What follows belongs to an exercise in optimizing a design on an open flow for small area and a short achievable clock period; a production flow would make more cautious choices. RTL that was checked went through simulation tests only; none was proved equivalent to the original.

==> delta: inputs <==
## common_fa_tag_alloc
module common_fa_tag_alloc #(
  parameter int unsigned SUBJECT_COUNT_LOG2 = 5,
  parameter int unsigned TAG_WIDTH          = 20
) (
  input  logic                                clk,
  input  logic                                resetn,
  input  logic                                req_valid,
  output logic                                req_ready,
  input  logic [TAG_WIDTH-1:0]                req_tag,
  input  logic                                req_alloc,
  output logic                                resp_valid,
  input  logic                                resp_ready,
  output logic                                resp_hit,
  output logic                                resp_alloc,
  output logic [SUBJECT_COUNT_LOG2-1:0]       resp_index,
  output logic                                resp_evict_valid,
  output logic [TAG_WIDTH-1:0]                resp_evict_tag,
  input  logic                                flush,
  output logic [SUBJECT_COUNT_LOG2-1:0]       lru_waddr,
  output logic                                lru_wen,
  output logic [(1<<SUBJECT_COUNT_LOG2)-1:0]  lru_dvalid,
  input  logic [SUBJECT_COUNT_LOG2-1:0]       lru_qaddr,
  input  logic                                lru_qvalid
);
==> module common_fa_tag_alloc, before the edit <==
module common_fa_tag_alloc #(
  parameter int unsigned SUBJECT_COUNT_LOG2 = 5,
  parameter int unsigned TAG_WIDTH          = 20
) (
  input  logic                                clk,
  input  logic                                resetn,
  input  logic                                req_valid,
  output logic                                req_ready,
  input  logic [TAG_WIDTH-1:0]                req_tag,
  input  logic                                req_alloc,
  output logic                                resp_valid,
  input  logic                                resp_ready,
  output logic                                resp_hit,
  output logic                                resp_alloc,
  output logic [SUBJECT_COUNT_LOG2-1:0]       resp_index,
  output logic                                resp_evict_valid,
  output logic [TAG_WIDTH-1:0]                resp_evict_tag,
  input  logic                                flush,
  output logic [SUBJECT_COUNT_LOG2-1:0]       lru_waddr,
  output logic                                lru_wen,
  output logic [(1<<SUBJECT_COUNT_LOG2)-1:0]  lru_dvalid,
  input  logic [SUBJECT_COUNT_LOG2-1:0]       lru_qaddr,
  input  logic                                lru_qvalid
);
  localparam int unsigned N  = 1 << SUBJECT_COUNT_LOG2;
  localparam int unsigned IW = SUBJECT_COUNT_LOG2;
  logic [IW:0]          count_q;    
  logic [TAG_WIDTH-1:0] tag_q [N];  
  logic [N-1:0]         valid_c;
  logic          fire_c;
  logic [N-1:0]  match_c;
  logic          hit_c;
  logic          free_c;
  logic          alloc_c;
  logic          evict_c;
  logic [IW-1:0] target_c;
  logic [IW-1:0] waddr_c;
  always_comb begin
    for (int i = 0; i < int'(N); i++) begin
      valid_c[i] = count_q > (IW+1)'(i);
      match_c[i] = valid_c[i] && (tag_q[i] == req_tag);
    end
  end
  assign hit_c    = |match_c;
  assign free_c   = ~count_q[IW];
  assign target_c = free_c ? count_q[IW-1:0] : lru_qaddr;
  always_comb begin
    for (int b = 0; b < int'(IW); b++) begin
      logic one, zero;
      one  = 1'b0;
      zero = 1'b0;
      for (int i = 0; i < int'(N); i++) begin
        if (i[b]) one  = one  | match_c[i];
        else      zero = zero | match_c[i];
      end
      waddr_c[b] = target_c[b] ? ~zero : one;
    end
  end
  assign req_ready = ~flush & (~resp_valid | resp_ready);
  assign fire_c    = req_valid & req_ready;
  assign alloc_c  = fire_c & ~hit_c & req_alloc & (free_c | lru_qvalid);
  assign evict_c  = alloc_c & ~free_c;
  assign lru_wen    = fire_c & (hit_c | (req_alloc & (free_c | lru_qvalid)));
  assign lru_waddr  = waddr_c;
  assign lru_dvalid = valid_c;
  always_ff @(posedge clk or negedge resetn) begin
    if (!resetn) begin
      count_q <= '0;
    end else if (flush) begin
      count_q <= '0;
    end else if (alloc_c && free_c) begin
      count_q <= count_q + 1'b1;
    end
  end
  always_ff @(posedge clk) begin
    for (int i = 0; i < int'(N); i++) begin
      if (alloc_c && target_c == IW'(i)) begin
        tag_q[i] <= req_tag;
      end
    end
  end
  always_ff @(posedge clk or negedge resetn) begin
    if (!resetn) begin
      resp_valid <= 1'b0;
    end else if (fire_c) begin
      resp_valid <= 1'b1;
    end else if (resp_ready) begin
      resp_valid <= 1'b0;
    end
  end
  always_ff @(posedge clk) begin
    if (~resp_valid | resp_ready) begin
      resp_hit         <= hit_c;
      resp_alloc       <= alloc_c;
      resp_index       <= waddr_c;
      resp_evict_valid <= evict_c;
      resp_evict_tag   <= tag_q[lru_qaddr];
    end
  end
endmodule
clock: 6.0 ns
lec_check: 0
cap_margin: 20
core_margin: 2
core_utilization: 40
setup_slack_margin: 0.4
slew_margin: 20
run.sh (not shown) runs the stock make flow with config.mk's settings and CLKGATE_MAP_FILE= SYNTH_SCRIPT=/design/flow/synth_recipe.tcl, a recipe that flattens the netlist after the stock synthesis.
==> amber (differences from delta) <==
--- a/flow/design.v
+++ b/flow/design.v
@@ -24,9 +24,9 @@
 );
   localparam int unsigned N  = 1 << SUBJECT_COUNT_LOG2;
   localparam int unsigned IW = SUBJECT_COUNT_LOG2;
-  logic [IW:0]          count_q;    
+  logic [N-1:0]         valid_q;    
+  logic [IW-1:0]        count_q;    
   logic [TAG_WIDTH-1:0] tag_q [N];  
-  logic [N-1:0]         valid_c;
   logic          fire_c;
   logic [N-1:0]  match_c;
   logic          hit_c;
@@ -37,23 +37,20 @@
   logic [IW-1:0] waddr_c;
   always_comb begin
     for (int i = 0; i < int'(N); i++) begin
-      valid_c[i] = count_q > (IW+1)'(i);
-      match_c[i] = valid_c[i] && (tag_q[i] == req_tag);
+      match_c[i] = valid_q[i] && (tag_q[i] == req_tag);
     end
   end
   assign hit_c    = |match_c;
-  assign free_c   = ~count_q[IW];
-  assign target_c = free_c ? count_q[IW-1:0] : lru_qaddr;
+  assign free_c   = ~valid_q[N-1];
+  assign target_c = free_c ? count_q : lru_qaddr;
   always_comb begin
     for (int b = 0; b < int'(IW); b++) begin
-      logic one, zero;
-      one  = 1'b0;
-      zero = 1'b0;
-      for (int i = 0; i < int'(N); i++) begin
-        if (i[b]) one  = one  | match_c[i];
-        else      zero = zero | match_c[i];
+      logic [N/2-1:0] ones, zeros;
+      for (int k = 0; k < int'(N/2); k++) begin
+        zeros[k] = match_c[((k >> b) << (b + 1)) | (k & ((1 << b) - 1))];
+        ones[k]  = match_c[((k >> b) << (b + 1)) | (1 << b) | (k & ((1 << b) - 1))];
       end
-      waddr_c[b] = target_c[b] ? ~zero : one;
+      waddr_c[b] = target_c[b] ? ~(|zeros) : (|ones);
     end
   end
   assign req_ready = ~flush & (~resp_valid | resp_ready);
@@ -62,13 +59,16 @@
   assign evict_c  = alloc_c & ~free_c;
   assign lru_wen    = fire_c & (hit_c | (req_alloc & (free_c | lru_qvalid)));
   assign lru_waddr  = waddr_c;
-  assign lru_dvalid = valid_c;
+  assign lru_dvalid = valid_q;
   always_ff @(posedge clk or negedge resetn) begin
     if (!resetn) begin
+      valid_q <= '0;
       count_q <= '0;
     end else if (flush) begin
+      valid_q <= '0;
       count_q <= '0;
     end else if (alloc_c && free_c) begin
+      valid_q <= {valid_q[N-2:0], 1'b1};
       count_q <= count_q + 1'b1;
     end
   end
@@ -89,7 +89,7 @@
     end
   end
   always_ff @(posedge clk) begin
-    if (~resp_valid | resp_ready) begin
+    if (fire_c) begin
       resp_hit         <= hit_c;
       resp_alloc       <= alloc_c;
       resp_index       <= waddr_c;
==> flow/flow/run.sh (new file) <==
#!/bin/bash
# Standard ORFS layout, but let the resizer swap cells across footprints and
# buffer the ports with plain buffers instead of delay cells.
set -euo pipefail
bash standard.sh MATCH_CELL_FOOTPRINT=0 \
  "BUFFER_PORTS_ARGS=-buffer_cell sky130_fd_sc_hd__buf_2" \
  finish > standard_flow.log 2>&1
==> flow/standard.sh (new file) <==
#!/bin/bash
# synth_recipe.tcl (not shown) runs the flow's synth.tcl, then flattens the netlist and writes it again
# the make line also repeats each setting of config.mk as NAME=value (left out here)
make -C /OpenROAD-flow-scripts/flow DESIGN_CONFIG=/design/flow/config.mk WORK_HOME=/design/flow/orfs CLKGATE_MAP_FILE= SYNTH_SCRIPT=/design/flow/synth_recipe.tcl "${@:-finish}"
CORE_UTILIZATION = 55   (was 40)
CTS_CLUSTER_DIAMETER = 60   (was not set)
CTS_CLUSTER_SIZE = 20   (was not set)
SETUP_SLACK_MARGIN = 1.5   (was 0.4)
TNS_END_PERCENT = 10   (was not set)
removed: flow/run.sh
==> umber (differences from delta) <==
--- a/flow/design.v
+++ b/flow/design.v
@@ -24,9 +24,9 @@
 );
   localparam int unsigned N  = 1 << SUBJECT_COUNT_LOG2;
   localparam int unsigned IW = SUBJECT_COUNT_LOG2;
-  logic [IW:0]          count_q;    
+  logic [N-1:0]         valid_q;    
+  logic [IW-1:0]        count_q;    
   logic [TAG_WIDTH-1:0] tag_q [N];  
-  logic [N-1:0]         valid_c;
   logic          fire_c;
   logic [N-1:0]  match_c;
   logic          hit_c;
@@ -37,13 +37,12 @@
   logic [IW-1:0] waddr_c;
   always_comb begin
     for (int i = 0; i < int'(N); i++) begin
-      valid_c[i] = count_q > (IW+1)'(i);
-      match_c[i] = valid_c[i] && (tag_q[i] == req_tag);
+      match_c[i] = valid_q[i] && (tag_q[i] == req_tag);
     end
   end
   assign hit_c    = |match_c;
-  assign free_c   = ~count_q[IW];
-  assign target_c = free_c ? count_q[IW-1:0] : lru_qaddr;
+  assign free_c   = ~valid_q[N-1];
+  assign target_c = free_c ? count_q : lru_qaddr;
   always_comb begin
     for (int b = 0; b < int'(IW); b++) begin
       logic one, zero;
@@ -62,13 +61,16 @@
   assign evict_c  = alloc_c & ~free_c;
   assign lru_wen    = fire_c & (hit_c | (req_alloc & (free_c | lru_qvalid)));
   assign lru_waddr  = waddr_c;
-  assign lru_dvalid = valid_c;
+  assign lru_dvalid = valid_q;
   always_ff @(posedge clk or negedge resetn) begin
     if (!resetn) begin
+      valid_q <= '0;
       count_q <= '0;
     end else if (flush) begin
+      valid_q <= '0;
       count_q <= '0;
     end else if (alloc_c && free_c) begin
+      valid_q <= {valid_q[N-2:0], 1'b1};
       count_q <= count_q + 1'b1;
     end
   end
@@ -89,7 +91,7 @@
     end
   end
   always_ff @(posedge clk) begin
-    if (~resp_valid | resp_ready) begin
+    if (fire_c) begin
       resp_hit         <= hit_c;
       resp_alloc       <= alloc_c;
       resp_index       <= waddr_c;
CORE_UTILIZATION = 50   (was 40)
CTS_BUF_LIST = sky130_fd_sc_hd__clkbuf_8   (was not set)
SETUP_SLACK_MARGIN = 1.5   (was 0.4)
TNS_END_PERCENT = 10   (was not set)
==> harbor (differences from delta) <==
--- a/flow/design.v
+++ b/flow/design.v
@@ -89,7 +89,7 @@
     end
   end
   always_ff @(posedge clk) begin
-    if (~resp_valid | resp_ready) begin
+    if (fire_c) begin
       resp_hit         <= hit_c;
       resp_alloc       <= alloc_c;
       resp_index       <= waddr_c;
CORE_UTILIZATION = 45   (was 40)
CTS_BUF_LIST = sky130_fd_sc_hd__clkbuf_8   (was not set)
SETUP_SLACK_MARGIN = 1.5   (was 0.4)
TNS_END_PERCENT = 10   (was not set)
==> impl_metrics.csv <==
group,metric,value,unit
run_status,outcome,"no timing/DRC/antenna violations",
cts,cts.sinks,675,
placement,place_area,0.0374,mm²
die,die_h,275,µm
grt,grt_usage,0.503,
worst_setup_path,critPathBufInv,4,
layout,final_nets,2850,
logic_synthesis,synthXorXnorAreaFrac,0.169,
layout,multi_input_area_share,0.317,
logic_synthesis,synthCells,2390,
the above is filed under harbor

==> impl_metrics.csv <==
group,metric,value,unit
run_status,outcome,"no timing/DRC/antenna violations",
worst_setup_path,endpoint,"lru_wen",
layout,final_nets,2711,
grt,grt_usage,0.556,
logic_synthesis,synthCells,2388,
worst_setup_path,critPathBufInv,6,
logic_synthesis,synthXorXnorAreaFrac,0.167,
layout,multi_input_area_share,0.308,
the above is filed under amber

==> impl_metrics.csv <==
group,metric,value,unit
logic_synthesis,synthXorXnorAreaFrac,0.170,
layout,multi_input_area_share,0.302,
cts,cts.sinks,675,
detailed_routing,wl_met2,78800,µm
run_status,outcome,"no timing/DRC/antenna violations",
worst_setup_path,critPathBufInv,6,
die,die_h,292,µm
logic_synthesis,synthCells,2395,
layout,seq_area_frac,0.495,
grt,grt_usage,0.450,
placement,place_area,0.0380,mm²
the above is filed under delta

==> impl_metrics.csv <==
group,metric,value,unit
run_status,outcome,"no timing/DRC/antenna violations",
layout,finalNonFillerCells,3716,
placement,place_area,0.0375,mm²
worst_setup_path,worst-r2r-cell-count,12,
logic_synthesis,synthXorXnorAreaFrac,0.164,
grt,overflow,0,
grt,grt_usage,0.514,
worst_setup_path,critPathBufInv,2,
die,die_h,265,µm
the above is filed under umber

Only the layout flow was run in umber and harbor; the RTL was not checked for function there.

afterwards: timing with drivers on the ports:
The flow's constraints put no driver on any port. The routed layouts listed below were extracted and timed again, unchanged, in two steps. Step 1 assumes that a clkbuf_16 drives the clock port and a buf_2 every other input. Step 2, shift: input delay + t, output delay - t, t = (earliest + latest rising clock arrival at the registers) / 2. This alone moves slack from input paths to output paths. Three values: ideal ports, drivers, drivers and shift; two values: the first two.
run | shift t [ns] | setup WS [ns] | worst register clock-pin slew, ns | cell pins on the clock port's net
delta | 0.720 | 0.291 / 0.253 / 0.150 | 0.07 / 0.07 | 1
amber | 0.712 | 1.302 / 1.005 / 0.611 | 0.09 / 0.09 | 1
umber | 0.845 | 1.155 / 1.018 / 0.448 | 0.07 / 0.07 | 1
harbor | 0.845 | 1.076 / 1.012 / 0.701 | 0.08 / 0.08 | 1
After both steps every run listed still meets setup and hold. For umber, which loses most, drivers alone change the setup slack by -0.137 ns; drivers and shift together by -0.707 ns.
